Source: an optimization exercise on an open RTL-to-GDS flow (aim: small area, a short achievable clock period and few clock cycles per item). Production flows keep margins and buffers that such runs may drop. Where RTL was checked, it was by simulation tests only, not by an equivalence proof against the original. Function not checked in runs 1 to 3 and 6: the RTL went through the layout flow alone. Power and IR drop assume default switching activity.

--- flow/design.v ---
`timescale 1ns/1ps
module stage_buffer #(
	parameter int W = 38
)
(
	input logic clk,
	input logic reset,
	input logic in_valid,
	output logic in_ready,
	input logic [W-1:0] in_data,
	output logic out_valid,
	input logic out_ready,
	output logic [W-1:0] out_data
);
	logic full;
	logic [W-1:0] data;
	assign in_ready = !full || out_ready;
	always_ff @(posedge clk)
	begin
		if (reset)
			full <= 1'b0;
		else if (in_ready)
			full <= in_valid;
	end
	always_ff @(posedge clk)
	begin
		if (in_valid && in_ready)
			data <= in_data;
	end
	assign out_valid = full;
	assign out_data = data;
endmodule
`timescale 1ns/1ps
module terminal_check (
	input logic [1:0] op,
	input logic [16-1:0] f,
	input logic [16-1:0] g,
	output logic hit,
	output logic [1:0] rsel,  
	output logic swap,  
	output logic need_f,  
	output logic need_g,
	output logic shared  
);
	logic f_nz;
	logic g_nz;
	logic f_false;
	logic f_true;
	logic g_false;
	logic g_true;
	logic same;
	logic compl;
	logic exist;
	logic greater;
	logic f_z;
	logic g_z;
	logic op_and;
	logic op_or;
	logic op_xor;
	assign f_z = (f[16-1:1] == '0);
	assign g_z = (g[16-1:1] == '0);
	assign f_nz = !f_z;
	assign g_nz = !g_z;
	assign f_false = f_z && !f[0];
	assign f_true = f_z && f[0];
	assign g_false = g_z && !g[0];
	assign g_true = g_z && g[0];
	assign shared = (f[16-1:1] == g[16-1:1]);
	assign same = shared && (f[0] == g[0]);
	assign compl = shared && (f[0] != g[0]);
	assign op_and = (op == 2'd0);
	assign op_or = (op == 2'd1);
	assign op_xor = (op == 2'd2);
	assign exist = (op == 2'd3);
	assign hit = exist ? f_z :
		(shared || f_false || g_false || (!op_xor && (f_true || g_true)));
	assign rsel[1] =
		(op_and && !(f_false || g_false) && (f_true || g_true || same)) ||
		(op_or && !(f_true || g_true) && (f_false || g_false || same)) ||
		(op_xor && !shared && (f_false || g_false)) ||
		(exist && f_z);
	assign rsel[0] =
		(op_and && f_true && !g_false) ||
		(op_or && (f_true || g_true || f_false || compl)) ||
		(op_xor && !same && (compl || f_false));
	always_comb
	begin
		logic [16-1:0] gt;
		logic [16-1:0] eq;
		gt = f & ~g;
		eq = ~(f ^ g);
		for (int w = 1; w < 16; w = w * 2)
			for (int i = 0; i + w < 16; i = i + 2 * w)
			begin
				gt[i] = gt[i + w] || (eq[i + w] && gt[i]);
				eq[i] = eq[i + w] && eq[i];
			end
		greater = gt[0];
	end
	assign swap = !exist && greater;  
	assign need_f = exist || (f_nz && g_nz);
	assign need_g = !exist && !shared;
endmodule
`timescale 1ns/1ps
module var_fetch_ctrl #(
	parameter int PW = 2  
)
(
	input logic clk,
	input logic reset,
	input logic in_valid,
	output logic in_ready,
	input logic [3-1:0] in_id,
	input logic in_negate,
	input logic [1:0] in_op,
	input logic [16-1:0] in_f,  
	input logic [16-1:0] in_g,
	input logic in_hit,
	input logic [1:0] in_rsel,
	input logic in_swap,
	input logic in_need_f,
	input logic in_need_g,
	input logic in_shared,
	output logic mem_req_valid,
	input logic mem_req_ready,
	output logic [16-2:0] mem_req_node,
	input logic mem_resp_valid,
	input logic [8-1:0] mem_resp_var,
	output logic [8-1:0] qvar,
	input logic qbit,  
	output logic out_valid,
	input logic out_ready,
	output logic [3-1:0] out_id,
	output logic out_negate,
	output logic [1:0] out_op,
	output logic [16-1:0] out_f,
	output logic [16-1:0] out_g,
	output logic out_hit,
	output logic [16-1:0] out_result,
	output logic [8-1:0] out_top,
	output logic out_fetch_f,
	output logic out_fetch_g,
	output logic out_quantify
);
	localparam int N = 1 << PW;
	localparam int IW = 16;
	localparam int VW = 8;
	logic [N-1:0][3-1:0] e_id;
	logic [N-1:0] e_negate;
	logic [N-1:0][1:0] e_op;
	logic [N-1:0][IW-1:0] e_f;  
	logic [N-1:0][IW-1:0] e_g;
	logic [N-1:0] e_hit;
	logic [N-1:0][1:0] e_c;
	logic [N-1:0][VW-1:0] e_top;  
	logic [N-1:0] e_x;  
	logic [N-1:0] e_y;  
	logic [N-1:0] e_q;
	logic [N-1:0] e_pf;  
	logic [N-1:0] e_pg;
	logic [N-1:0] e_wf;  
	logic [N-1:0] e_wg;
	logic [PW:0] wp;  
	logic [PW:0] ip;  
	logic [PW:0] rp;  
	logic [PW:0] wp_next;
	logic [PW:0] rp_next;
	logic alloc;
	logic [PW-1:0] wi;
	logic [PW-1:0] ii;
	logic [PW-1:0] ri;
	logic g_valid;
	logic g_pf;
	logic g_pg;
	logic g_avail;
	logic g_load;
	logic rq_open;
	logic [IW-2:0] g_node;
	logic i_adv;
	logic in_pf;
	logic in_pg;
	logic [PW-1:0] ti;
	logic t_found;
	logic t_more;  
	logic second;  
	logic [VW-1:0] first_var;  
	logic le;
	logic ge;
	logic is_none;
	logic [VW-1:0] f_top;
	logic f_x;
	logic f_y;
	logic r_fonly;
	logic r_two;
	logic r_ff;
	logic r_fg;
	logic f_upd;
	logic rr_upd;  
	logic [PW-1:0] rr_ti;
	logic r_done;
	logic o_load;
	logic o_q;
	logic [PW:0] ip_next;
	logic head_done_next;
	assign wi = wp[PW-1:0];
	assign ii = ip[PW-1:0];
	assign ri = rp[PW-1:0];
	assign alloc = in_valid && in_ready;
	assign wp_next = wp + alloc;
	assign rp_next = rp + o_load;
	assign in_pf = !in_hit && in_need_f;
	assign in_pg = !in_hit && in_need_g;
	assign rq_open = !mem_req_valid || mem_req_ready;
	assign g_valid = (ip != wp);
	assign g_pf = e_pf[ii];
	assign g_pg = e_pg[ii];
	assign g_avail = g_valid && (g_pf || g_pg);
	assign g_load = g_avail && rq_open;
	assign g_node = (g_pf ^ e_c[ii][0]) ? e_f[ii][IW-1:1] : e_g[ii][IW-1:1];
	assign i_adv = g_valid && (!(g_pf || g_pg) || (g_load && !(g_pf && g_pg)));
	always_comb
	begin
		logic [PW-1:0] k;
		t_found = 1'b0;
		ti = ri;
		for (int j = 0; j < N; j++)
		begin
			k = ri + PW'(j);
			if (!t_found && (e_wf[k] || e_wg[k]))
			begin
				t_found = 1'b1;
				ti = k;
			end
		end
	end
	assign t_more = e_wf[ti] && (e_pg[ti] || e_wg[ti]);
	function automatic logic greater(input logic [VW-1:0] a, input logic [VW-1:0] b);
		logic [VW-1:0] gt;
		logic [VW-1:0] eq;
		gt = a & ~b;
		eq = ~(a ^ b);
		for (int w = 1; w < VW; w = w * 2)
			for (int i = 0; i + w < VW; i = i + 2 * w)
			begin
				gt[i] = gt[i + w] || (eq[i + w] && gt[i]);
				eq[i] = eq[i + w] && eq[i];
			end
		greater = gt[0];
	endfunction
	assign le = !greater(mem_resp_var, first_var);
	assign ge = !greater(first_var, mem_resp_var);
	assign is_none = (mem_resp_var == {8{1'b1}});
	always_comb
	begin
		f_top = (second && !le) ? first_var : mem_resp_var;
		f_upd = !second || le;
		f_x = second ? ge : is_none;
		f_y = second ? le : is_none;
	end
	assign qvar = mem_resp_var;
	assign r_fonly = (e_op[ri] == 2'd3);
	assign r_two = !r_fonly && e_c[ri][1];
	assign r_ff = r_fonly || e_x[ri];
	assign r_fg = r_two ? e_y[ri] : r_fonly ? (e_c[ri][0] || e_y[ri]) : 1'b1;
	assign r_done = (rp != ip) && !(e_wf[ri] || e_wg[ri]);
	assign o_load = r_done && (!out_valid || out_ready);
	assign o_q = (rr_upd && rr_ti == ri) ? qbit : e_q[ri];
	assign ip_next = i_adv ? ip + 1'b1 : ip;
	assign head_done_next = !o_load && !(out_valid && !out_ready) && (rp != ip_next) &&
		mem_resp_valid && ti == ri && !t_more;
	always_ff @(posedge clk)
	begin
		rr_ti <= ti;
		if (mem_resp_valid)
			first_var <= mem_resp_var;
		if (g_load)
			mem_req_node <= g_node;
		if (reset)
		begin
			rr_upd <= 1'b0;
			second <= 1'b0;
			wp <= '0;
			ip <= '0;
			rp <= '0;
			in_ready <= 1'b1;
			mem_req_valid <= 1'b0;
			out_valid <= 1'b0;
		end
		else
		begin
			rr_upd <= mem_resp_valid && f_upd;
			if (mem_resp_valid)
				second <= t_more;
			wp <= wp_next;
			rp <= rp_next;
			in_ready <= !((wp_next[PW] != rp_next[PW]) && (wp_next[PW-1:0] == rp_next[PW-1:0])) ||
				head_done_next;
			ip <= ip_next;
			if (rq_open)
				mem_req_valid <= g_avail;
			if (o_load)
				out_valid <= 1'b1;
			else if (out_ready)
				out_valid <= 1'b0;
		end
	end
	always_ff @(posedge clk)
	begin
		for (int i = 0; i < N; i++)
		begin
			if (in_ready && wi == i)
			begin
				e_id[i] <= in_id;
				e_negate[i] <= in_negate;
				e_op[i] <= in_op;
				e_f[i] <= in_f;
				e_g[i] <= in_g;
				e_hit[i] <= in_hit;
				e_c[i] <= in_hit ? in_rsel :
					{in_need_f, (in_op == 2'd3) ? in_shared : in_swap};
			end
		end
	end
	always_ff @(posedge clk)
	begin
		for (int i = 0; i < N; i++)
		begin
			if (reset)
			begin
				e_pf[i] <= 1'b0;
				e_pg[i] <= 1'b0;
				e_wf[i] <= 1'b0;
				e_wg[i] <= 1'b0;
			end
			else if (alloc && wi == i)
			begin
				e_pf[i] <= in_pf;
				e_pg[i] <= in_pg;
				e_wf[i] <= 1'b0;
				e_wg[i] <= 1'b0;
			end
			else
			begin
				if (g_load && ii == i)
				begin
					if (g_pf)
					begin
						e_pf[i] <= 1'b0;
						e_wf[i] <= 1'b1;
					end
					else
					begin
						e_pg[i] <= 1'b0;
						e_wg[i] <= 1'b1;
					end
				end
				if (mem_resp_valid && ti == i)
				begin
					if (e_wf[i])
						e_wf[i] <= 1'b0;
					else
						e_wg[i] <= 1'b0;
				end
			end
		end
	end
	always_ff @(posedge clk)
	begin
		for (int i = 0; i < N; i++)
		begin
			if (mem_resp_valid && ti == i)
			begin
				e_top[i] <= f_top;
				e_x[i] <= f_x;
				e_y[i] <= f_y;
			end
			if (rr_upd && rr_ti == i)
				e_q[i] <= qbit;
		end
	end
	always_ff @(posedge clk)
	begin
		if (o_load)
		begin
			out_id <= e_id[ri];
			out_negate <= e_negate[ri];
			out_op <= e_op[ri];
			out_hit <= e_hit[ri];
			if (e_c[ri][0] && !e_hit[ri] && !r_fonly)
			begin
				out_f <= e_g[ri];
				out_g <= e_f[ri];
			end
			else
			begin
				out_f <= e_f[ri];
				out_g <= e_g[ri];
			end
			case (e_hit[ri] ? e_c[ri] : 2'd0)
				2'd0: out_result <= {16{1'b0}};
				2'd1: out_result <= {{(16-1){1'b0}}, 1'b1};
				2'd2: out_result <= e_f[ri];
				default: out_result <= e_g[ri];
			endcase
			out_top <= e_hit[ri] ? {8{1'b1}} : e_top[ri];
			out_fetch_f <= !e_hit[ri] && r_ff;
			out_fetch_g <= !e_hit[ri] && r_fg;
			out_quantify <= !e_hit[ri] && o_q && (e_op[ri] != 2'd0);
		end
	end
endmodule
`timescale 1ns/1ps
module quantify_table (
	input logic clk,
	input logic reset,
	input logic cfg_write,
	input logic [8-1:0] cfg_address,
	input logic [32-1:0] cfg_wdata,
	input logic [8-1:0] qvar,
	output logic qbit  
);
	localparam int SEL_W = $clog2((256 / 32));
	logic [(256 / 32)-1:0][32-1:0] words;
	logic [32-1:0] wdata;
	logic wr_any;
	logic [(256 / 32)-1:0] qcol;
	logic [SEL_W-1:0] qsel;
	assign wdata = reset ? '0 : cfg_wdata;
	assign wr_any = cfg_write && (cfg_address[8-1:SEL_W] == '0);
	always_ff @(posedge clk)
	begin
		for (int i = 0; i < (256 / 32); i++)
		begin
			if (reset || (wr_any && cfg_address[SEL_W-1:0] == i))
				words[i] <= wdata;
		end
	end
	always_ff @(posedge clk)
	begin
		for (int i = 0; i < (256 / 32); i++)
			qcol[i] <= words[i][qvar[4:0]];
		qsel <= qvar[8-1:5];
	end
	assign qbit = qcol[qsel];
endmodule
`timescale 1ns/1ps
module apply_front (
	input logic clk,
	input logic reset,
	input logic in_valid,
	output logic in_ready,
	input logic [3-1:0] in_id,
	input logic in_negate,
	input logic [1:0] in_op,
	input logic [16-1:0] in_f,
	input logic [16-1:0] in_g,
	output logic var_req_valid,
	input logic var_req_ready,
	output logic [16-2:0] var_req_node,
	input logic var_resp_valid,
	input logic [8-1:0] var_resp_var,
	input logic cfg_write,
	input logic [8-1:0] cfg_address,
	input logic [32-1:0] cfg_wdata,
	output logic out_valid,
	input logic out_ready,
	output logic [3-1:0] out_id,
	output logic out_negate,
	output logic [1:0] out_op,
	output logic [16-1:0] out_f,
	output logic [16-1:0] out_g,
	output logic out_hit,
	output logic [16-1:0] out_result,
	output logic [8-1:0] out_top,
	output logic out_fetch_f,
	output logic out_fetch_g,
	output logic out_quantify
);
	logic hit;
	logic [1:0] rsel;
	logic swap;
	logic need_f;
	logic need_g;
	logic shared;
	logic [8-1:0] qvar;
	logic qbit;
	terminal_check terminal_check_i (
		.op(in_op), .f(in_f), .g(in_g),
		.hit(hit), .rsel(rsel), .swap(swap),
		.need_f(need_f), .need_g(need_g), .shared(shared)
	);
	var_fetch_ctrl var_fetch_ctrl_i (
		.clk(clk), .reset(reset),
		.in_valid(in_valid), .in_ready(in_ready),
		.in_id(in_id), .in_negate(in_negate), .in_op(in_op), .in_f(in_f), .in_g(in_g),
		.in_hit(hit), .in_rsel(rsel), .in_swap(swap),
		.in_need_f(need_f), .in_need_g(need_g), .in_shared(shared),
		.mem_req_valid(var_req_valid), .mem_req_ready(var_req_ready),
		.mem_req_node(var_req_node), .mem_resp_valid(var_resp_valid),
		.mem_resp_var(var_resp_var),
		.qvar(qvar), .qbit(qbit),
		.out_valid(out_valid), .out_ready(out_ready),
		.out_id(out_id), .out_negate(out_negate), .out_op(out_op),
		.out_f(out_f), .out_g(out_g), .out_hit(out_hit), .out_result(out_result),
		.out_top(out_top), .out_fetch_f(out_fetch_f), .out_fetch_g(out_fetch_g),
		.out_quantify(out_quantify)
	);
	quantify_table quantify_table_i (
		.clk(clk), .reset(reset),
		.cfg_write(cfg_write), .cfg_address(cfg_address), .cfg_wdata(cfg_wdata),
		.qvar(qvar), .qbit(qbit)
	);
endmodule
--- flow/run.sh ---
#!/bin/bash
# synth_recipe.tcl (not shown) runs the flow's synth.tcl, then flattens the netlist and writes it again
# the make line also repeats each setting of config.mk as NAME=value (left out here)
make -C /OpenROAD-flow-scripts/flow DESIGN_CONFIG=/design/flow/config.mk WORK_HOME=/design/flow/orfs CLKGATE_MAP_FILE= SYNTH_SCRIPT=/design/flow/synth_recipe.tcl finish
--- flow/config.mk ---
export PLATFORM = sky130hd
export DESIGN_NAME = apply_front
export DESIGN_NICKNAME = apply_front
export VERILOG_FILES = /design/flow/design.v
export SDC_FILE = /design/flow/constraint.sdc
export NUM_CORES = 4
export LEC_CHECK = 0
export CAP_MARGIN = 20
export CORE_MARGIN = 2
export CORE_UTILIZATION = 40
export CTS_BUF_LIST = sky130_fd_sc_hd__clkbuf_8
export CTS_CLUSTER_DIAMETER = 60
export CTS_CLUSTER_SIZE = 12
export SETUP_SLACK_MARGIN = 3.05
export SLEW_MARGIN = 20
--- flow/constraint.sdc ---
create_clock -name core_clock -period 5.5 [get_ports {clk}]
set_input_delay 1.1000 -clock core_clock [delete_from_list [all_inputs] [get_ports {clk}]]
set_output_delay 1.1000 -clock core_clock [all_outputs]
set_load 0.01 [all_outputs]
==> impl_metrics.toml, run 1 <==
[outcome]
outcome = "no timing/DRC/antenna violations"

[pwr]
leakage_nw = 10.4
total_power_mw = 13.2
ir_drop_mv = 0.303
p_per_area_nw_per_um2 = 441

[worst_setup_path]
end_kind = "flip-flop"
path_class = "flip-flop to flip-flop"
arrival_ns = 3.19
critPathRequiredTime_ns = 6.11
path_max_fanout = 4
crit_path_start_kind = "flip-flop"

[layout]
fin_area_um2 = 29900
drive_above_1_share_pct = 31.4
fin_nets = 1800
area_growth_pct = 18.0

[yosys]
synth_compound_area_share_pct = 3.82
synth-simple-area-share_pct = 5.87
synth-seq-cells = 596
ys.flop_type = "edfxtp_1"
synth.avg_cell_area_um2 = 17.8
synth_top_family_by_area = "multiplexers"
async_reset_ff_share_pct = 0
synthesis.area_um2 = 25400
synth_xor_area_share_pct = 0.621
synthMuxAreaShare_pct = 17.1
syn_inst = 1429
ys_types = 67
synth-edff-count = 553
syn_nets = 1560
synth-seq-area-share_pct = 68.8
yosysWarnings = 3
synth-adder-area-share_pct = 1.92

[timing]
worstMarginPinSlew_ns = 1.09
rsz0062_at_grt = "true"
fin_worst_skew_ns = 0.0632
final-setup-viol-count = 0
timing.final.crit_share_pct = 46.9
setup_slack_ns = 2.92
min_period_ns = 2.58
tns_ns = 0
hold_viol_final = 0
fmax_ghz = 0.387
final_max_slew_viol_count = 0
relSlewSlack_pct = 27.0
whs_ns = 0.508

[cts]
htree_levels = 2
clk_latency_ns = 0.72
ctsHoldBuffers = 0
cts_tree = "yes"
cts_made_buffers = 58
clkSlewWorstSetupHoldPaths_ns = 0.09
cts.sinks = 596
root_buffer = "clkbuf_8"
cts_max_path_buffers = 3

[run]
drv_cap = 0

[detailed_routing]
drt_first_pass_iters = 5
vias = 14100
wl_per_cell_um = 23.5
first_iter_violations = 1122
vias_per_cell = 5.50
drcViolationCount = 0
drt-total-wl_um = 60300
ant_nets = 0

[hold_path]
worst_hold_path_type = "flip-flop to flip-flop"

[floorplan]
num_rows = 92
start_util_pct = 40.4
core_um2 = 62900
die_w_um = 256
ioPinCount = 177
die_area_um2 = 65500
die_h_um = 256

[grt]
grt.total_usage_pct = 18.3
grt_antenna_before_repair = 3
met2_usage_pct = 31.2
grt.overflow.total = 0
met3_usage_pct = 2.66
busiest_layer = "met2"
grt_pass1_vias = 14700
grt_max_degree = 56
grt_pass1_wl_um = 91500
grtUsageMet1_pct = 24.7

[placement]
pre_cts_ws_ns = 1.76
place_congestion = 0.821
dp_hpwl_um = 38300
placed_cell_area_um2 = 28500
port_buffers = 176
metrics by stage:
stage,instances,util [%]
6_report,2567,47.6
2_1_floorplan,1429,-
5_1_grt,2567,47.6
3_3_place_gp,2410,45.3
4_1_cts,2559,47.5
3_5_place_dp,2411,45.3
power by group:
part | internal, mW | switching (mW) | leakage, nW
combinational | 2.01 | 2.28 | 4.06
sequential | 5.99 | 0.278 | 5.61
clock | 1.10 | 1.54 | 0.702
total | 9.10 | 4.10 | 10.4
per-layer routing:
layer,part of all wire [%],wire (µm)
met5,0,0
met4,2.0,1190
met3,4.7,2830
met2,51,30600
met1,43,25700
flip-flops by register name, indices dropped and copies added, names as in the netlist, 4 cells and up:
register / count
quantify_table_i.qcol: 8
quantify_table_i.words: 256
var_fetch_ctrl_i.e_c: 8
var_fetch_ctrl_i.e_f: 64
var_fetch_ctrl_i.e_g: 64
var_fetch_ctrl_i.e_hit: 4
var_fetch_ctrl_i.e_id: 12
var_fetch_ctrl_i.e_negate: 4
var_fetch_ctrl_i.e_op: 8
var_fetch_ctrl_i.e_pf: 4
var_fetch_ctrl_i.e_pg: 4
var_fetch_ctrl_i.e_q: 4
var_fetch_ctrl_i.e_top: 32
var_fetch_ctrl_i.e_wf: 4
var_fetch_ctrl_i.e_wg: 4
var_fetch_ctrl_i.e_x: 4
var_fetch_ctrl_i.e_y: 4
var_fetch_ctrl_i.first_var: 8
var_fetch_ctrl_i.mem_req_node: 15
var_fetch_ctrl_i.out_f: 16
var_fetch_ctrl_i.out_g: 16
var_fetch_ctrl_i.out_result: 16
var_fetch_ctrl_i.out_top: 8
cell usage in the layout, fill, tap and decap left out, drive strengths merged, types with 16 or more instances in the layout:
cell type | synthesis | layout
a21oi | 25 | 25
buf | 22 | 143
clkbuf | 46 | 80
clkdlybuf4s15 | 0 | 18
clkdlybuf4s50 | 0 | 52
dfxtp | 43 | 43
edfxtp | 553 | 553
ha | 38 | 38
inv | 48 | 88
mux2 | 33 | 33
mux2i | 16 | 16
mux4 | 169 | 169
nand2 | 98 | 99
nand3 | 36 | 36
nor2 | 50 | 50
nor2b | 40 | 40
o21ai | 31 | 31
final timing paths:
path,from,endpoint,slack (ns),cells past startpoint
setup / recovery,var_fetch_ctrl_i.ip[0]$_SDFF_PP0_,var_fetch_ctrl_i.in_ready$_SDFF_PP1_,2.92,8
hold / removal,var_fetch_ctrl_i.e_pf[3]$_SDFFE_PP0P_,var_fetch_ctrl_i.e_pf[3]$_SDFFE_PP0P_,0.51,2
setup reg to reg,var_fetch_ctrl_i.ip[0]$_SDFF_PP0_,var_fetch_ctrl_i.in_ready$_SDFF_PP1_,2.92,8
hold reg to reg,var_fetch_ctrl_i.e_pf[3]$_SDFFE_PP0P_,var_fetch_ctrl_i.e_pf[3]$_SDFFE_PP0P_,0.51,2
what timing repair did:
| item | 4_1_cts | 5_1_grt |
|---|---|---|
| cloned | 4 | 1 |
| gates resized for setup | 435 | 72 |
| endpoints found under the setup margin | 464 | 315 |
| pin swaps | 12 | 12 |
| buffers inserted | 34 | 5 |
| hold endpoints to repair | 0 | 0 |
cell families (layout without fill, tap and decap cells):
logic type	Yosys count	count (layout)
other cells	0	2
buf+inv	117	404
fa+ha+maj	39	39
xor+xnor	18	19
simple gates	300	301
mux	218	218
flops	596	596
compound gates	141	142
cells in the mapped netlist, drive strengths merged (7+ instances only):
cell       n  area share [%]
inv       48            0.71
o2111ai    9            0.31
nor2b     40            0.99
clkbuf    46            0.68
nor4       9            0.22
mux2i     16            0.63
edfxtp   553              65
a21oi     25            0.49
or2       11            0.27
buf       22            0.43
o21ai     31            0.61
nor3      10            0.20
nand4      7            0.17
nor2      50            0.74
o211ai     7            0.21
dfxtp     43             3.4
nand3     36            0.71
a21o       9            0.27
mux4     169              15
xnor2     14            0.48
ha        38             1.9
nand2     98             1.4
mux2      33             1.5
and2      10            0.25
layout make-up:
cell class,count,area [µm²]
multi-input combinational,719,7960
tap,846,1060
inverter,49,236
clock inverter,48,248
clock buffer,62,853
timing repair buffer,245,2090
antenna,2,5.00
sequential,596,17500
fill,5386,32900
critical path: stages, from the launching register on:
cell	delay (ns)
dfxtp_4	0.36
buf_12	0.10
mux4_2	0.52
buf_6	0.14
maj3_2	0.33
or4_1	0.48
o21ai_1	0.09
o21ai_1	0.09
a2111o_1	0.36
==> run 2: changes to the inputs <==
--- a/flow/design.v
+++ b/flow/design.v
@@ -424,3 +424,2 @@
 	logic [32-1:0] wdata;
-	logic wr_any;
 	logic [(256 / 32)-1:0] qcol;
@@ -428,3 +427,2 @@
 	assign wdata = reset ? '0 : cfg_wdata;
-	assign wr_any = cfg_write && (cfg_address[8-1:SEL_W] == '0);
 	always_ff @(posedge clk)
@@ -433,3 +431,3 @@
 		begin
-			if (reset || (wr_any && cfg_address[SEL_W-1:0] == i))
+			if (reset || (cfg_write && cfg_address == i))
 				words[i] <= wdata;
--- a/flow/config.mk
+++ b/flow/config.mk
@@ -13,3 +13,3 @@
 export CTS_CLUSTER_SIZE = 12
-export SETUP_SLACK_MARGIN = 3.05
+export SETUP_SLACK_MARGIN = 3.15
 export SLEW_MARGIN = 20
==> impl_metrics.toml, run 2 <==
[worst_setup_path]
arrival_ns = 2.97
r2r_cells = 8
path_class = "primary input to flip-flop"
path_max_fanout = 8
critPathRequiredTime_ns = 5.89
end_kind = "flip-flop"
rrSetupSlack_ns = 3.00
crit_path_start_kind = "primary input"

[pwr]
comb_power_share_pct = 32.6
p_switching_mw = 4.14
leakage_nw = 10.7
internal-power_mw = 9.05
p_per_area_nw_per_um2 = 433
switching_share_pct = 31.4
power_frac_clock_pct = 20.2
seqPwrFrac_pct = 47.2
ir_drop_mv = 0.303

[cts]
clk_latency_ns = 0.72
ctsHoldBuffers = 0
htree_levels = 2
clkSlewWorstSetupHoldPaths_ns = 0.08
cts_max_path_buffers = 3
cts_made_buffers = 59
cts.sinks = 596
root_buffer = "clkbuf_8"
cts_tree = "yes"

[grt]
grt.overflow.total = 0
grt_pass1_vias = 15100
grt.total_usage_pct = 18.9
grt_max_degree = 53
grt_antenna_before_repair = 2
grt_pass1_wl_um = 95000

[layout]
fin_nets = 1899
regMostFlops = "quantify_table_i.words"
area_growth_pct = 19.7
largestRegisters = "quantify_table_i.words x256, var_fetch_ctrl_i.e_f x64, var_fetch_ctrl_i.e_g x64"
drive_above_1_share_pct = 31.5
n_fill_cell = 5416
final_cell_mix = "553 x edfxtp_1, 121 x mux4_2, 96 x buf_2"
layout_commonest_cell = "edfxtp_1"
largest_reg_flops = 256

[yosys]
yosysWarnings = 3
ys_types = 67
syn_inst = 1512
syn_nets = 1643
synth_xor_area_share_pct = 0.619
synth-simple-area-share_pct = 5.97
synth_top_family_by_area = "multiplexers"
synth.largest_area_cell = "edfxtp_1"
synth_most_common_cell = "edfxtp_1"
synth-seq-cells = 596
synth-adder-area-share_pct = 1.91
synth_compound_area_share_pct = 5.52
synthesis.area_um2 = 25500
netlist_top_cells_count = "553 x edfxtp_1, 120 x mux4_2, 82 x mux2i_1, 77 x nand2_1, 55 x nor2_1"
ys.flop_type = "edfxtp_1"
synth-seq-area-share_pct = 68.6
synth.avg_cell_area_um2 = 16.8
synth-edff-count = 553
synth_area_leaders = "edfxtp_1 65%, mux4_2 11%, dfxtp_1 3.4%"
synth_top_area_share_pct = 65.2
async_reset_ff_share_pct = 0
synthMuxAreaShare_pct = 15.4

[floorplan]
ioPinCount = 177
die_h_um = 256
num_rows = 92
core_um2 = 63000
die_area_um2 = 65700
die_w_um = 256
start_util_pct = 40.5

[timing]
final_max_slew_viol_count = 0
hold_viol_final = 0
fin_worst_skew_ns = 0.0614
worstMarginPinSlew_ns = 0.803
rsz0062_at_grt = "true"
min_period_ns = 2.58
timing.final.crit_share_pct = 46.9
fmax_ghz = 0.388
whs_ns = 0.497
relSlewSlack_pct = 46.3
final-setup-viol-count = 0
tns_ns = 0

[outcome]
outcome = "no timing/DRC/antenna violations"

[detailed_routing]
ant_nets = 0
wl_per_cell_um = 23.9
drt_first_pass_iters = 5
vias_per_cell = 5.55
drt-total-wl_um = 63700
drcViolationCount = 0
vias = 14800
first_iter_violations = 1321

[hold_path]
worst_hold_path_type = "flip-flop to flip-flop"
holdPathStages = 2

[placement]
port_buffers = 176
dp_hpwl_um = 39200
place_congestion = 0.817

[run]
drv_cap = 0
==> run 2: cell count changes after synthesis, moves of 9 or more <==
cell,before,now
mux4_2,168,120
o31ai_1,6,15
mux2i_1,16,82
a21oi_1,25,43
nand2_1,98,77
o21ai_0,28,18
o22ai_1,4,18
buf_1,5,14
or3_1,2,13
o221ai_1,1,34
==> run 2: final timing paths <==
kind | start | to
worst max register to register | var_fetch_ctrl_i.ip[0]$_SDFF_PP0_ | var_fetch_ctrl_i.mem_req_node[2]$_DFFE_PP_
worst max-delay path | cfg_address[6] | quantify_table_i.words[216]$_DFFE_PP_
worst min register to register | var_fetch_ctrl_i.e_pf[0]$_SDFFE_PP0P_ | var_fetch_ctrl_i.e_pf[0]$_SDFFE_PP0P_
worst min-delay path | var_fetch_ctrl_i.e_pf[0]$_SDFFE_PP0P_ | var_fetch_ctrl_i.e_pf[0]$_SDFFE_PP0P_
==> run 2: final cells by class <==
class	instances	area, µm²	area share, %
inverter	50	260	0.853
clock inverter	45	258	0.845
tap	846	1060	3.47
timing repair inverter	2	12.5	0.0410
multi-input combinational	789	8100	26.5
timing repair buffer	270	2470	8.11
sequential	596	17500	57.4
clock buffer	61	840	2.75
antenna	3	7.51	0.0246
==> run 2: what timing repair did <==
action / CTS / global route
pin swaps: 19 / 21
setup buffers: 38 / 14
endpoints found under the setup margin: 620 / 470
gates resized for setup: 549 / 97
cloned: 12 / 4
==> run 2: routing by layer <==
layer | global-route usage [%] | part of all wire (%)
met3 | 2.85 | 4.8
met2 | 32.0 | 50
met1 | 25.6 | 43
met4 | 5.17 | 2.3
met5 | 0 | 0.017
==> run 2: power groups by stage <==
stage	Combinational [mW]	Sequential [mW]	Clock, mW
final	4.30	6.23	2.67
after global routing	4.63	6.30	2.92
after CTS	4.21	6.27	2.75
after detailed placement	3.95	6.47	0
after global placement	3.90	6.45	0
after floorplan	2.46	6.42	0
==> run 2: stage by stage <==
step	cell area, µm²	worst slack [ns]	cells	total power, mW	util (%)
2_1_floorplan	26100	1.94	1512	8.89	-
3_3_place_gp	28600	1.61	2485	10.4	45.4
3_5_place_dp	28600	1.53	2485	10.4	45.4
4_1_cts	30300	2.93	2641	13.2	48.1
5_1_grt	30500	2.92	2662	13.8	48.4
6_report	30500	2.92	2662	13.2	48.4
==> run 2: logic make-up (layout without fill, tap and decap cells) <==
kind of cell / after synthesis / after routing
flops: 596 / 596
xor+xnor: 18 / 18
compound gates: 198 / 198
simple gates: 298 / 298
mux: 236 / 236
fa+ha+maj: 39 / 39
other cells: 0 / 3
buf+inv: 127 / 428
==> run 2: worst max-delay path: stages <==
cell and delay, ns:
buf_6 0.09, or4_4 0.52, or4b_4 0.56, buf_6 0.16, o31ai_4 0.20, buf_6 0.18, buf_12 0.14
==> run 3: changes to the inputs <==
--- a/flow/config.mk
+++ b/flow/config.mk
@@ -12,3 +12,3 @@
 export CTS_CLUSTER_DIAMETER = 60
-export CTS_CLUSTER_SIZE = 12
+export CTS_CLUSTER_SIZE = 16
 export SETUP_SLACK_MARGIN = 3.15
==> impl_metrics.toml, run 3 <==
[outcome]
outcome = "no timing/DRC/antenna violations"

[timing]
fmax_ghz = 0.375
rsz0062_at_grt = "true"
final-setup-viol-count = 0
timing.final.crit_share_pct = 48.5
worstMarginPinSlew_ns = 0.808
final_max_slew_viol_count = 0
tns_ns = 0
fin_worst_skew_ns = 0.0560
relSlewSlack_pct = 46.0
hold_viol_final = 0
min_period_ns = 2.67

[yosys]
ys.flop_type = "edfxtp_1"
synth_area_leaders = "edfxtp_1 65%, mux4_2 11%, dfxtp_1 3.4%"
yosysWarnings = 3
netlist_top_cells_count = "553 x edfxtp_1, 120 x mux4_2, 82 x mux2i_1, 77 x nand2_1, 55 x nor2_1"
synth.avg_cell_area_um2 = 16.8
synth-seq-cells = 596
synth-seq-area-share_pct = 68.6
synthesis.area_um2 = 25500
synth.largest_area_cell = "edfxtp_1"
synth_most_common_cell = "edfxtp_1"
ys_types = 67
syn_nets = 1643
synth_top_area_share_pct = 65.2
async_reset_ff_share_pct = 0
syn_inst = 1512
synth-edff-count = 553

[placement]
dp_hpwl_um = 39200
placed_cell_area_um2 = 28600
port_buffers = 176
place_congestion = 0.817

[cts]
cts_tree = "yes"
cts_made_buffers = 48
cts.sinks = 596
root_buffer = "clkbuf_8"
htree_levels = 2
clkSlewWorstSetupHoldPaths_ns = 0.10
cts_max_path_buffers = 3
clk_latency_ns = 0.69
ctsHoldBuffers = 0

[grt]
grt.overflow.total = 0
grt_pass1_wl_um = 94900
grt_max_degree = 53
grt_antenna_before_repair = 2
grt.total_usage_pct = 18.9
grt_pass1_vias = 15000

[detailed_routing]
ant_nets = 0
drt-total-wl_um = 63500
first_iter_violations = 1357
vias_per_cell = 5.52
drcViolationCount = 0
vias = 14700
wl_per_cell_um = 23.9
drt_first_pass_iters = 6

[floorplan]
core_um2 = 63000
die_h_um = 256
start_util_pct = 40.5
die_w_um = 256
die_area_um2 = 65700
num_rows = 92
ioPinCount = 177

[worst_setup_path]
path_class = "primary input to flip-flop"
r2r-start = "var_fetch_ctrl_i.ip[0]$_SDFF_PP0_"
path_max_fanout = 8
cp_common_cell = "buf_12"
arrival_ns = 3.06
crit_path_start_kind = "primary input"
max_stage_delay_ns = 0.58
critPathRequiredTime_ns = 5.89
crit_chain = "buf_6, or4_4, or4b_4, buf_12, o31ai_4, buf_6, buf_12, buf_12"
critPathLaunch = "cfg_address[6]"
cp_slowest_cell = "or4b_4"
end_kind = "flip-flop"

[layout]
drive_above_1_share_pct = 33.3
fin_area_um2 = 30700
largestRegisters = "quantify_table_i.words x256, var_fetch_ctrl_i.e_f x64, var_fetch_ctrl_i.e_g x64"
final_cell_mix = "553 x edfxtp_1, 121 x mux4_2, 98 x buf_2"
area_growth_pct = 20.5
fin_nets = 1904
multi_input_area_um2 = 8160
register_area_um2 = 17500
largest_reg_flops = 256
regMostFlops = "quantify_table_i.words"
n_fill_cell = 5340
layout_commonest_cell = "edfxtp_1"

[pwr]
switching_share_pct = 31.7
internal-power_mw = 8.95
comb_power_share_pct = 33.6
leakage_nw = 10.8
seqPwrFrac_pct = 47.6
p_switching_mw = 4.15
p_per_area_nw_per_um2 = 427
power_frac_clock_pct = 18.9
ir_drop_mv = 0.289

[hold_path]
hp-start = "var_fetch_ctrl_i.e_pf[0]$_SDFFE_PP0P_"
worst_hold_path_type = "flip-flop to flip-flop"

[run]
drv_cap = 0
[run 3: final timing paths]
| path | depth (start not counted) | end | slack [ns] |
|---|---|---|---|
| setup / recovery | 8 | quantify_table_i.words[243]$_DFFE_PP_ | 2.83 |
| hold / removal | 2 | var_fetch_ctrl_i.e_pf[0]$_SDFFE_PP0P_ | 0.49 |
| setup reg to reg | 8 | var_fetch_ctrl_i.mem_req_node[11]$_DFFE_PP_ | 3.04 |
| hold reg to reg | 2 | var_fetch_ctrl_i.e_pf[0]$_SDFFE_PP0P_ | 0.49 |
[run 3: critical path, delay by kind of cell]
kind | cells | cell delay [ns]
AND/OR/NAND/NOR | 2 | 1.10
AO/OA/AOI/OAI | 1 | 0.18
buffers and inverters | 5 | 0.67
[run 3: metrics by stage]
| step | instances | util (%) | hold WS [ns] | worst slack, ns | power (mW) |
|---|---|---|---|---|---|
| floorplan | 1512 | - | 0.445 | 1.94 | 8.89 |
| global placement | 2485 | 45.4 | 0.473 | 1.61 | 10.4 |
| detailed placement | 2485 | 45.4 | 0.479 | 1.53 | 10.4 |
| CTS | 2629 | 48.2 | 0.495 | 2.85 | 13.1 |
| global route | 2658 | 48.8 | 0.530 | 2.84 | 13.7 |
| finish | 2658 | 48.8 | 0.494 | 2.83 | 13.1 |
[run 3: layer usage]
| layer | vias to the layer above | GRT usage (%) | routed length [µm] |
|---|---|---|---|
| met5 | - | 0 | 11 |
| met2 | 406 | 32.3 | 31600 |
| met3 | 97 | 2.65 | 2970 |
| li1 | 6580 | - | - |
| met4 | 2 | 4.69 | 1270 |
| met1 | 7574 | 25.6 | 27600 |
[run 3: kinds of logic (layout without fill, tap and decap cells)]
kind of cell    count (synthesis)  count (layout)  share of synthesized area (%)
compound gates                198             198                           5.52
xor+xnor                       18              18                          0.619
fa+ha+maj                      39              39                           1.91
buf+inv                       127             424                           2.02
flops                         596             596                           68.6
mux                           236             236                           15.4
other cells                     0               3                              0
simple gates                  298             298                           5.97
[run 3: final cells by class]
type	instances	area share (%)
timing repair buffer	286	8.97
sequential	596	57.0
multi-input combinational	789	26.6
clock inverter	35	0.758
clock buffer	51	2.29
timing repair inverter	2	0.0489
antenna	3	0.0245
tap	846	3.45
inverter	50	0.848
[run 3: power by group through the flow]
stage / sequential [mW] / combinational [mW] / clock [mW]
3_5_place_dp: 6.47 / 3.95 / 0
2_1_floorplan: 6.42 / 2.46 / 0
6_report: 6.23 / 4.40 / 2.47
3_3_place_gp: 6.45 / 3.90 / 0
4_1_cts: 6.25 / 4.27 / 2.54
5_1_grt: 6.30 / 4.73 / 2.71
[run 3: timing repair]
action / 4_1_cts / 5_1_grt
setup buffers: 43 / 23
pin swaps: 20 / 45
resized for setup: 568 / 120
endpoints found under the setup margin: 620 / 453
gates cloned: 15 / 3
==> run 4: changes to the inputs <==
--- a/flow/design.v
+++ b/flow/design.v
@@ -423,6 +423,4 @@
 	logic [(256 / 32)-1:0][32-1:0] words;
-	logic [32-1:0] wdata;
 	logic [(256 / 32)-1:0] qcol;
 	logic [SEL_W-1:0] qsel;
-	assign wdata = reset ? '0 : cfg_wdata;
 	always_ff @(posedge clk)
@@ -431,4 +429,6 @@
 		begin
-			if (reset || (cfg_write && cfg_address == i))
-				words[i] <= wdata;
+			if (reset)
+				words[i] <= '0;
+			else if (cfg_write && cfg_address == i)
+				words[i] <= cfg_wdata;
 		end
==> flow/flow/run.sh (new file) <==
#!/bin/bash
# Layout flow: the standard flow, with plain buf_1 cells as the port
# buffers instead of the default choice. Everything else is unchanged.
set -euo pipefail
export BUFFER_PORTS_ARGS="-buffer_cell sky130_fd_sc_hd__buf_1"
bash standard.sh > standard_flow.log 2>&1
==> flow/standard.sh (new file) <==
#!/bin/bash
# synth_recipe.tcl (not shown) runs the flow's synth.tcl, then flattens the netlist and writes it again
# the make line also repeats each setting of config.mk as NAME=value (left out here)
make -C /OpenROAD-flow-scripts/flow DESIGN_CONFIG=/design/flow/config.mk WORK_HOME=/design/flow/orfs CLKGATE_MAP_FILE= SYNTH_SCRIPT=/design/flow/synth_recipe.tcl "${@:-finish}"
--- a/flow/config.mk
+++ b/flow/config.mk
@@ -11,4 +11,2 @@
 export CTS_BUF_LIST = sky130_fd_sc_hd__clkbuf_8
-export CTS_CLUSTER_DIAMETER = 60
-export CTS_CLUSTER_SIZE = 16
 export SETUP_SLACK_MARGIN = 3.15
removed: flow/run.sh
==> impl_metrics.toml, run 4 <==
[outcome]
outcome = "no timing/DRC/antenna violations"

[timing]
fin_worst_skew_ns = 0.0445
tns_ns = 0
timing.final.crit_share_pct = 44.4
whs_ns = 0.453
hold_viol_final = 0
fmax_ghz = 0.410
setup_slack_ns = 3.06
relSlewSlack_pct = 28.2
min_period_ns = 2.44
worstMarginPinSlew_ns = 1.07
rsz0062_at_grt = "true"
final-setup-viol-count = 0
final_max_slew_viol_count = 0

[worst_setup_path]
critPathRequiredTime_ns = 4.40
path_buf_inv = 1
crit_chain = "buf_1"
path_class = "flip-flop to output pin"
cp_slowest_cell = "edfxtp_1"
critPathTopFamily = "flip-flops"
end_kind = "output pin"
max_stage_delay_ns = 0.45
crit_path_start_kind = "flip-flop"
path_max_fanout = 1
arrival_ns = 1.34

[cts]
cts_max_path_buffers = 3
cts_made_buffers = 100
ctsHoldBuffers = 0
htree_levels = 3
cts_tree = "yes"
clkSlewWorstSetupHoldPaths_ns = 0.06
root_buffer = "clkbuf_8"
clk_latency_ns = 0.74
cts.sinks = 596

[grt]
grt_pass1_wl_um = 107000
grt_max_degree = 114
grt.overflow.total = 0
grt_antenna_before_repair = 3
grt_pass1_vias = 17700
grt.total_usage_pct = 20.7

[floorplan]
die_area_um2 = 67700
start_util_pct = 40.6
ioPinCount = 177
die_w_um = 260
core_um2 = 64700
num_rows = 93
die_h_um = 260

[detailed_routing]
vias = 17600
drcViolationCount = 0
vias_per_cell = 5.42
ant_nets = 0
drt-total-wl_um = 70600
wl_per_cell_um = 21.7
drt_first_pass_iters = 5
first_iter_violations = 1417

[yosys]
syn_nets = 2227
synth-seq-area-share_pct = 56.8
synth_top_area_share_pct = 34.0
synthesis.area_um2 = 26200
synth_area_leaders = "edfxtp_1 34%, dfxtp_1 23%, mux4_2 14%"
ys.flop_type = "dfxtp_1"
synth-edff-count = 297
yosysWarnings = 3
ys_types = 75
synth.avg_cell_area_um2 = 12.5
syn_inst = 2096
synth_most_common_cell = "nand2_1"
synth-seq-cells = 596
async_reset_ff_share_pct = 0
netlist_top_cells_count = "353 x nand2_1, 299 x dfxtp_1, 297 x edfxtp_1, 183 x nor2_1, 163 x mux4_2"
synth.largest_area_cell = "edfxtp_1"

[run]
drv_cap = 0

[pwr]
total_power_mw = 13.9
leakage_nw = 11.0
ir_drop_mv = 0.263
p_per_area_nw_per_um2 = 443

[placement]
place_congestion = 0.822
dp_hpwl_um = 44100
pre_cts_ws_ns = 1.56
port_buffers = 176
dp_cells = 2997

[layout]
largest_reg_flops = 256
largestRegisters = "quantify_table_i.words x256, var_fetch_ctrl_i.e_f x64, var_fetch_ctrl_i.e_g x64"
final_cell_mix = "346 x nand2_1, 297 x edfxtp_1, 291 x dfxtp_1"
layout_commonest_cell = "nand2_1"
fin_nets = 2439
area_growth_pct = 19.6
n_fill_cell = 5770
fin_cells = 3251
regMostFlops = "quantify_table_i.words"
drive_above_1_share_pct = 25.6

[hold_path]
worst_hold_path_type = "flip-flop to flip-flop"
run 4: changes by cell type in the layout (fill, tap and decap cells not counted), sizes merged, moves of 26 or more:
| cell | previous run | this run |
|---|---|---|
| nand2 | 77 | 353 |
| clkdlybuf4s50 | 43 | 0 |
| dfxtp | 43 | 299 |
| mux2i | 82 | 153 |
| clkbuf | 71 | 202 |
| nor2 | 55 | 184 |
| a21oi | 43 | 149 |
| o221ai | 34 | 2 |
| mux4 | 121 | 167 |
| nor2b | 40 | 8 |
| buf | 212 | 186 |
| edfxtp | 553 | 297 |
run 4: repair_timing:
| action | CTS | global route |
|---|---|---|
| setup endpoints to repair | 539 | 414 |
| cloned | 8 | 2 |
| pin swaps | 10 | 13 |
| buffers inserted | 41 | 13 |
| gates resized for setup | 101 | 113 |
run 4: per-layer routing:
layer  up-vias  wire (µm)  GRT usage (%)
met5         -          0              0
met4         0       1780           6.51
met3       125       3540           3.36
met2       525      35700           36.0
met1      8902      29600           26.4
li1       8070          -              -
run 4: power by group:
| group | internal [mW] | switching (mW) |
|---|---|---|
| registers | 5.51 | 0.231 |
| logic | 1.93 | 2.24 |
| clock network | 2.16 | 1.85 |
| total | 9.60 | 4.32 |
run 4: cell type report:
type                       instances  area (µm²)  area share, %
clock inverter                    64         390           1.24
tap                              855        1070           3.41
inverter                          50         264          0.841
timing repair buffer             269        2030           6.46
clock buffer                     122        1680           5.35
antenna                            4        10.0         0.0319
sequential                       596       14900           47.5
multi-input combinational       1291       11000           35.1
run 4: final timing paths:
kind	slack [ns]	endpoint	from	cells past startpoint
worst min-delay path	0.45	quantify_table_i.words[186]$_SDFFE_PP0P_	quantify_table_i.words[186]$_SDFFE_PP0P_	2
worst max register to register	3.09	var_fetch_ctrl_i.mem_req_node[8]$_DFFE_PP_	var_fetch_ctrl_i.ip[0]$_SDFF_PP0_	8
worst min register to register	0.45	quantify_table_i.words[186]$_SDFFE_PP0P_	quantify_table_i.words[186]$_SDFFE_PP0P_	2
worst max-delay path	3.06	var_req_node[6]	var_fetch_ctrl_i.mem_req_node[6]$_DFFE_PP_	1
run 4: through the flow:
stage / area, µm² / util (%)
after detailed placement: 28000 / 43.3
after floorplan: 27000 / -
after CTS: 31000 / 47.9
after global routing: 31400 / 48.5
final: 31400 / 48.5
after global placement: 28000 / 43.2
run 4: cells by family after synthesis:
logic type,share of synthesized area (%)
compound gates,5.15
xor+xnor,0.596
fa+ha+maj,1.85
buf+inv,3.39
flops,56.8
mux,21.8
simple gates,10.4
Testbench counts of run 4, summed over its fixed seeds: cycles 9,328, items 4,000.
==> run 5: changes to the inputs <==
==> flow/run.sh (new file) <==
#!/bin/bash
# synth_recipe.tcl (not shown) runs the flow's synth.tcl, then flattens the netlist and writes it again
# the make line also repeats each setting of config.mk as NAME=value (left out here)
make -C /OpenROAD-flow-scripts/flow DESIGN_CONFIG=/design/flow/config.mk WORK_HOME=/design/flow/orfs CLKGATE_MAP_FILE= SYNTH_SCRIPT=/design/flow/synth_recipe.tcl finish
--- a/flow/config.mk
+++ b/flow/config.mk
@@ -10,3 +10,5 @@
 export CORE_UTILIZATION = 40
-export CTS_BUF_LIST = sky130_fd_sc_hd__clkbuf_8
+export CTS_BUF_LIST = sky130_fd_sc_hd__clkbuf_16
+export CTS_CLUSTER_DIAMETER = 80
+export CTS_CLUSTER_SIZE = 24
 export SETUP_SLACK_MARGIN = 3.15
removed: flow/flow/run.sh
removed: flow/standard.sh
==> impl_metrics.toml, run 5 <==
[yosys]
synth_most_common_cell = "nand2_1"
synth_area_leaders = "edfxtp_1 34%, dfxtp_1 23%, mux4_2 14%"
netlist_top_cells_count = "353 x nand2_1, 299 x dfxtp_1, 297 x edfxtp_1, 183 x nor2_1, 163 x mux4_2"
async_reset_ff_share_pct = 0
yosysWarnings = 3
synth-seq-area-share_pct = 56.8
synth.largest_area_cell = "edfxtp_1"
syn_inst = 2096
synthesis.area_um2 = 26200
synth-edff-count = 297
syn_nets = 2227
synth_top_area_share_pct = 34.0
ys.flop_type = "dfxtp_1"
synth-seq-cells = 596
ys_types = 75
synth.avg_cell_area_um2 = 12.5

[floorplan]
die_area_um2 = 67700
ioPinCount = 177
die_w_um = 260
core_um2 = 64700
start_util_pct = 40.6
num_rows = 93
die_h_um = 260

[cts]
ctsHoldBuffers = 0
cts_max_path_buffers = 3
root_buffer = "clkbuf_16"
cts_tree = "yes"
clk_latency_ns = 0.60
htree_levels = 2
cts.sinks = 596
cts_made_buffers = 34
clkSlewWorstSetupHoldPaths_ns = 0.10

[pwr]
leakage_nw = 11.1
p_switching_mw = 4.10
p_per_area_nw_per_um2 = 411
switching_share_pct = 31.3
ir_drop_mv = 0.265
power_frac_clock_pct = 21.2
comb_power_share_pct = 35.3
seqPwrFrac_pct = 43.5
internal-power_mw = 9.01

[layout]
drive_above_1_share_pct = 26.4
layout_commonest_cell = "nand2_1"
fin_area_um2 = 31900
area_growth_pct = 21.4
largest_reg_flops = 256
final_cell_mix = "344 x nand2_1, 297 x edfxtp_1, 290 x dfxtp_1"
largestRegisters = "quantify_table_i.words x256, var_fetch_ctrl_i.e_f x64, var_fetch_ctrl_i.e_g x64"
fin_nets = 2421
regMostFlops = "quantify_table_i.words"

[worst_setup_path]
arrival_ns = 2.83
rrSetupSlack_ns = 3.02
r2r_end = "var_fetch_ctrl_i.mem_req_node[14]$_DFFE_PP_"
cp_slowest_cell = "mux2_4"
r2r-start = "var_fetch_ctrl_i.ip[0]$_SDFF_PP0_"
r2r_cells = 8
cp_num_cells = 10
max_stage_delay_ns = 0.32
path_max_fanout = 4
crit_chain = "buf_16, inv_6, ha_4, and3b_1, o21a_1, o21ai_1, a21o_1, a221oi_4, buf_6, mux2_4"
path_class = "primary input to flip-flop"
critPathRequiredTime_ns = 5.83
critPathTopFamily = "compound AO/OA/AOI/OAI gates"
end_kind = "flip-flop"
path_buf_inv = 3
critPathLaunch = "var_resp_var[1]"
crit_path_start_kind = "primary input"

[run]
drv_cap = 0

[outcome]
outcome = "no timing/DRC/antenna violations"

[grt]
grt_max_degree = 168
grt_pass1_wl_um = 108000
grt_antenna_before_repair = 1
grt.total_usage_pct = 21.2
grt_pass1_vias = 17300
grt.overflow.total = 0

[timing]
fmax_ghz = 0.400
timing.final.crit_share_pct = 45.5
tns_ns = 0
min_period_ns = 2.50
relSlewSlack_pct = 48.3
final-setup-viol-count = 0
worstMarginPinSlew_ns = 0.775
whs_ns = 0.459
hold_viol_final = 0
rsz0062_at_grt = "true"
fin_worst_skew_ns = 0.0365
final_max_slew_viol_count = 0

[detailed_routing]
drcViolationCount = 0
vias_per_cell = 5.50
wl_per_cell_um = 22.9
drt-total-wl_um = 72500
first_iter_violations = 1444
drt_first_pass_iters = 5
vias = 17400
ant_nets = 0

[hold_path]
min_to = "quantify_table_i.words[128]$_SDFFE_PP0P_"
hp-start = "quantify_table_i.words[128]$_SDFFE_PP0P_"
holdPathStages = 2
worst_hold_path_type = "flip-flop to flip-flop"

[placement]
dp_hpwl_um = 43800
place_congestion = 0.826
placed_cell_area_um2 = 29100
port_buffers = 176
-- run 5: worst reg2reg max path: stages (launching register included) --
cell and delay [ns]:
dfxtp_4 0.40, buf_6 0.11, mux4_2 0.55, xnor2_4 0.27, buf_6 0.14, buf_12 0.14
mux4_2 0.50, nand2_1 0.08, nand2_1 0.07
-- run 5: metrics by stage --
step	setup WS [ns]	util, %	std cells	total power, mW
2_1_floorplan	2.15	-	2096	8.18
3_3_place_gp	1.53	44.9	2997	9.51
3_5_place_dp	1.46	44.9	2998	9.56
4_1_cts	3.02	49.0	3152	13.0
5_1_grt	2.96	49.3	3168	13.7
6_report	3.00	49.3	3169	13.1
-- run 5: cell type report --
| class | instances | area, µm² |
|---|---|---|
| inverters | 50 | 256 |
| well taps | 855 | 1070 |
| multi-input cells | 1292 | 11200 |
| flip-flops and latches | 596 | 14900 |
| diodes | 1 | 2.50 |
| repair buffers | 315 | 3310 |
| fillers | 5644 | 32800 |
| clock buffers | 35 | 876 |
| repair inverters | 1 | 7.51 |
| clock inverters | 24 | 191 |
-- run 5: how the worst max path moves through the flow --
stage          slack (ns)                                      end
2_1_floorplan        2.15     var_fetch_ctrl_i.in_ready$_SDFF_PP1_
3_3_place_gp         1.53  quantify_table_i.words[76]$_SDFFE_PP0P_
3_5_place_dp         1.46  quantify_table_i.words[85]$_SDFFE_PP0P_
4_1_cts              3.02     var_fetch_ctrl_i.in_ready$_SDFF_PP1_
5_1_grt              2.96      var_fetch_ctrl_i.e_top[0]$_DFFE_PP_
6_report             3.00     var_fetch_ctrl_i.e_top[16]$_DFFE_PP_
-- run 5: power by group through the flow --
stage	logic (mW)	registers [mW]	clock network, mW
2_1_floorplan	2.26	5.92	0
3_3_place_gp	3.60	5.91	0
3_5_place_dp	3.65	5.92	0
4_1_cts	4.45	5.73	2.84
5_1_grt	4.95	5.76	3.00
6_report	4.63	5.71	2.77
-- run 5: per-layer routing --
metal,vias to the layer above,track usage (%),share of wire (%)
met5,-,0,0
met4,0,5.62,2.6
met3,98,2.31,4.7
met2,516,36.9,50
met1,8825,28.1,42
li1,7992,-,-
-- run 5: kinds of logic after synthesis --
group	count (synthesis)	synth area share (%)
fa+ha+maj	39	1.85
simple gates	649	10.4
mux	356	21.8
compound gates	229	5.15
buf+inv	210	3.39
flops	596	56.8
xor+xnor	17	0.596
-- run 5: timing repair --
item                                    4_1_cts  5_1_grt
pin swaps                                    22       30
endpoints found under the setup margin      639      468
resized for setup                           478      179
cloned                                       22        2
buffers inserted                             73       14
==> run 6: changes to the inputs <==
--- a/flow/design.v
+++ b/flow/design.v
@@ -181,2 +181,8 @@
 	logic in_pg;
+	logic w_valid;  
+	logic [IW-2:0] w_node;  
+	logic w_pf;
+	logic w_pg;
+	logic b_load;
+	logic b_adv;
 	logic [PW-1:0] ti;
@@ -220,2 +226,4 @@
 	assign i_adv = g_valid && (!(g_pf || g_pg) || (g_load && !(g_pf && g_pg)));
+	assign b_load = w_valid && alloc && !g_valid && rq_open && (w_pf || w_pg);
+	assign b_adv = w_valid && alloc && !g_valid && rq_open && !(w_pf && w_pg);
 	always_comb
@@ -267,3 +275,3 @@
 	assign o_q = (rr_upd && rr_ti == ri) ? qbit : e_q[ri];
-	assign ip_next = i_adv ? ip + 1'b1 : ip;
+	assign ip_next = (i_adv || b_adv) ? ip + 1'b1 : ip;
 	assign head_done_next = !o_load && !(out_valid && !out_ready) && (rp != ip_next) &&
@@ -277,2 +285,7 @@
 			mem_req_node <= g_node;
+		else if (b_load)
+			mem_req_node <= w_node;
+		w_node <= (in_pf ^ in_swap) ? in_f[IW-1:1] : in_g[IW-1:1];
+		w_pf <= in_pf;
+		w_pg <= in_pg;
 		if (reset)
@@ -280,2 +293,3 @@
 			rr_upd <= 1'b0;
+			w_valid <= 1'b0;
 			second <= 1'b0;
@@ -291,2 +305,3 @@
 			rr_upd <= mem_resp_valid && f_upd;
+			w_valid <= in_valid && !in_ready;
 			if (mem_resp_valid)
@@ -299,3 +314,3 @@
 			if (rq_open)
-				mem_req_valid <= g_avail;
+				mem_req_valid <= g_avail || b_load;
 			if (o_load)
@@ -336,6 +351,6 @@
 			begin
-				e_pf[i] <= in_pf;
-				e_pg[i] <= in_pg;
-				e_wf[i] <= 1'b0;
-				e_wg[i] <= 1'b0;
+				e_pf[i] <= in_pf && !b_load;
+				e_pg[i] <= in_pg && !(b_load && !in_pf);
+				e_wf[i] <= b_load && in_pf;
+				e_wg[i] <= b_load && !in_pf;
 			end
--- a/flow/config.mk
+++ b/flow/config.mk
@@ -10,5 +10,3 @@
 export CORE_UTILIZATION = 40
-export CTS_BUF_LIST = sky130_fd_sc_hd__clkbuf_16
-export CTS_CLUSTER_DIAMETER = 80
-export CTS_CLUSTER_SIZE = 24
+export CTS_BUF_LIST = sky130_fd_sc_hd__clkbuf_8
 export SETUP_SLACK_MARGIN = 3.15
==> impl_metrics.toml, run 6 <==
[yosys]
syn_inst = 2285
synth_xor_area_share_pct = 0.658
synth_most_common_cell = "nand2_1"
async_reset_ff_share_pct = 0
synth_area_leaders = "edfxtp_1 33%, dfxtp_1 24%, mux4_2 14%"
synth_top_family_by_area = "multiplexers"
synth-edff-count = 297
synth-simple-area-share_pct = 11.5
yosysWarnings = 3
syn_nets = 2416
synth-seq-cells = 614
synth_compound_area_share_pct = 7.68
synth.largest_area_cell = "edfxtp_1"
synth-adder-area-share_pct = 1.82
ys_types = 64
netlist_top_cells_count = "582 x nand2_1, 317 x dfxtp_1, 297 x edfxtp_1, 278 x a21oi_1, 168 x mux4_2"
synth.avg_cell_area_um2 = 11.7
synthMuxAreaShare_pct = 17.8
synth_top_area_share_pct = 33.3
ys.flop_type = "dfxtp_1"
synth-seq-area-share_pct = 56.9
synthesis.area_um2 = 26800

[worst_setup_path]
max_stage_delay_ns = 0.56
path_max_fanout = 8
path_class = "primary input to flip-flop"
crit_chain = "clkdlybuf4s50_1, nand2b_4, nand4_1, mux2i_4, mux4_2, a31o_1"
arrival_ns = 3.08
critPathRequiredTime_ns = 6.06
crit_path_start_kind = "primary input"
r2r_cells = 6
cp_slowest_cell = "clkdlybuf4s50_1"
end_kind = "flip-flop"

[timing]
final-setup-viol-count = 0
tns_ns = 0
setup_slack_ns = 2.97
hold_viol_final = 0
timing.final.crit_share_pct = 45.9
worstMarginPinSlew_ns = 0.878
fin_worst_skew_ns = 0.0470
relSlewSlack_pct = 41.5
final_max_slew_viol_count = 0
fmax_ghz = 0.396
min_period_ns = 2.53
rsz0062_at_grt = "true"

[placement]
dp_hpwl_um = 43600
port_buffers = 176
pre_cts_ws_ns = 1.06
place_congestion = 0.832

[floorplan]
die_w_um = 263
num_rows = 94
die_h_um = 263
die_area_um2 = 69100
ioPinCount = 177
core_um2 = 66100
start_util_pct = 40.6

[pwr]
switching_share_pct = 30.7
p_switching_mw = 4.24
internal-power_mw = 9.58
seqPwrFrac_pct = 42.0
leakage_nw = 11.6
p_per_area_nw_per_um2 = 414
comb_power_share_pct = 29.4
power_frac_clock_pct = 28.6
ir_drop_mv = 0.234

[layout]
final_cell_mix = "575 x nand2_1, 309 x dfxtp_1, 297 x edfxtp_1"
area_growth_pct = 24.4
final_core_util_pct = 50.5
fin_nets = 2649
layout_commonest_cell = "nand2_1"
regMostFlops = "quantify_table_i.words"
drive_above_1_share_pct = 29.8
largest_reg_flops = 256
largestRegisters = "quantify_table_i.words x256, var_fetch_ctrl_i.e_f x64, var_fetch_ctrl_i.e_g x64"

[grt]
grt.overflow.total = 0
grt.total_usage_pct = 20.4
grt_antenna_before_repair = 3
grt_pass1_wl_um = 110000
grt_max_degree = 195
grt_pass1_vias = 19200

[detailed_routing]
drcViolationCount = 0
ant_nets = 0
drt-total-wl_um = 74500
vias_per_cell = 5.54
vias = 19200
wl_per_cell_um = 21.5
drt_first_pass_iters = 5
first_iter_violations = 1386

[cts]
root_buffer = "clkbuf_8"
ctsHoldBuffers = 0
cts_tree = "yes"
clkSlewWorstSetupHoldPaths_ns = 0.05
clk_latency_ns = 0.72
htree_levels = 3
cts_made_buffers = 103
cts_max_path_buffers = 3
cts.sinks = 614

[hold_path]
holdPathStages = 2
worst_hold_path_type = "flip-flop to flip-flop"

[run]
drv_cap = 0

[outcome]
outcome = "no timing/DRC/antenna violations"
-- run 6: critical path, delay by kind of cell --
| family | cells | cell delay [ns] |
|---|---|---|
| muxes | 2 | 0.76 |
| buffers and inverters | 1 | 0.56 |
| and+or+nand+nor | 2 | 0.41 |
| AOI/OAI and AO/OA | 1 | 0.24 |
-- run 6: cells by family (layout without fill, tap and decap cells) --
kind of cell	Yosys count	in the layout
xor gates and xnor gates	18	18
other	0	2
buffers and inverters	228	534
adders and majority gates	39	39
and+or+nand+nor	755	765
DFF	614	614
muxes	258	258
AOI/OAI and AO/OA	373	373
-- run 6: power groups by stage --
stage	logic (mW)	clock network (mW)	registers, mW
floorplan	2.18	0	5.98
global route	4.33	4.26	5.85
finish	4.06	3.96	5.80
CTS	3.93	4.05	5.80
detailed placement	3.55	0	6.00
global placement	3.50	0	5.98
-- run 6: metal layers --
layer	wire (µm)	global-route usage (%)	up-vias
li1	-	-	8736
met1	30900	26.6	9638
met2	37200	34.4	681
met3	4530	3.91	143
met4	1820	6.39	2
met5	16	0	-
-- run 6: repair_timing --
item / CTS / global route
resized for setup: 702 / 115
gates cloned: 10 / 17
pin swaps: 34 / 42
endpoints found under the setup margin: 575 / 490
endpoints found under the hold margin: 0 / 0
setup buffers: 60 / 16
-- run 6: worst paths after layout --
| check | slack, ns | from | end |
|---|---|---|---|
| max | 2.97 | var_req_ready | var_fetch_ctrl_i.in_ready$_SDFF_PP1_ |
| min | 0.45 | quantify_table_i.words[238]$_SDFFE_PP0P_ | quantify_table_i.words[238]$_SDFFE_PP0P_ |
| max reg2reg | 3.01 | var_fetch_ctrl_i.ip[0]$_SDFF_PP0_ | var_fetch_ctrl_i.in_ready$_SDFF_PP1_ |
| min reg2reg | 0.45 | quantify_table_i.words[238]$_SDFFE_PP0P_ | quantify_table_i.words[238]$_SDFFE_PP0P_ |
-- run 6: area by class of cell --
type	count	area [µm²]
timing repair buffer	295	2960
multi-input combinational	1453	11700
timing repair inverter	2	12.5
clock inverter	65	360
clock buffer	123	1690
sequential	614	15300
fill	5732	32800
tap	864	1080
antenna	2	5.00
inverter	49	231
-- run 6: per-stage QoR --
stage	cells	hold WS, ns	power (mW)	instance area, µm²
global placement	3174	0.435	9.49	29600
finish	3467	0.450	13.8	33300
CTS	3432	0.451	13.8	32500
detailed placement	3174	0.444	9.55	29600
global route	3467	0.464	14.4	33300
floorplan	2285	0.429	8.15	27600

[separate check: timing with driven ports]
No port has a modelled driver above. Below, the same layouts with a new extraction and two added sets of constraints.
Step 1: set_driving_cell puts a clkbuf_16 on clk and a buf_2 on each other input, an assumption about the parent block.
Step 2 also shifts input and output timing later by t, the mid clock arrival at the registers, as if the neighbouring blocks saw the same clock.
Three values: no drivers, after step 1, after step 2; two values: the first two.
| run | t (ns) | setup slack, ns | hold slack, ns | clock arrival spread, ns |
|---|---|---|---|---|
| run 1 | 0.746 | 2.919 / 2.919 / 2.250 | 0.508 / 0.508 / 0.508 | 0.069 / 0.069 |
| run 2 | 0.742 | 2.920 / 2.938 / 2.196 | 0.497 / 0.497 / 0.497 | 0.068 / 0.068 |
| run 3 | 0.714 | 2.833 / 2.850 / 2.137 | 0.494 / 0.494 / 0.494 | 0.072 / 0.073 |
| run 4 | 0.779 | 3.061 / 2.998 / 2.252 | 0.453 / 0.453 / 0.453 | 0.054 / 0.054 |
| run 5 | 0.643 | 2.998 / 2.976 / 2.333 | 0.459 / 0.459 / 0.459 | 0.038 / 0.037 |
| run 6 | 0.753 | 2.975 / 2.978 / 2.236 | 0.450 / 0.450 / 0.450 | 0.048 / 0.048 |
After both steps setup and hold are still met in every run listed. For run 4, which loses most, drivers alone change the setup slack by -0.063 ns; drivers and shift together by -0.809 ns.
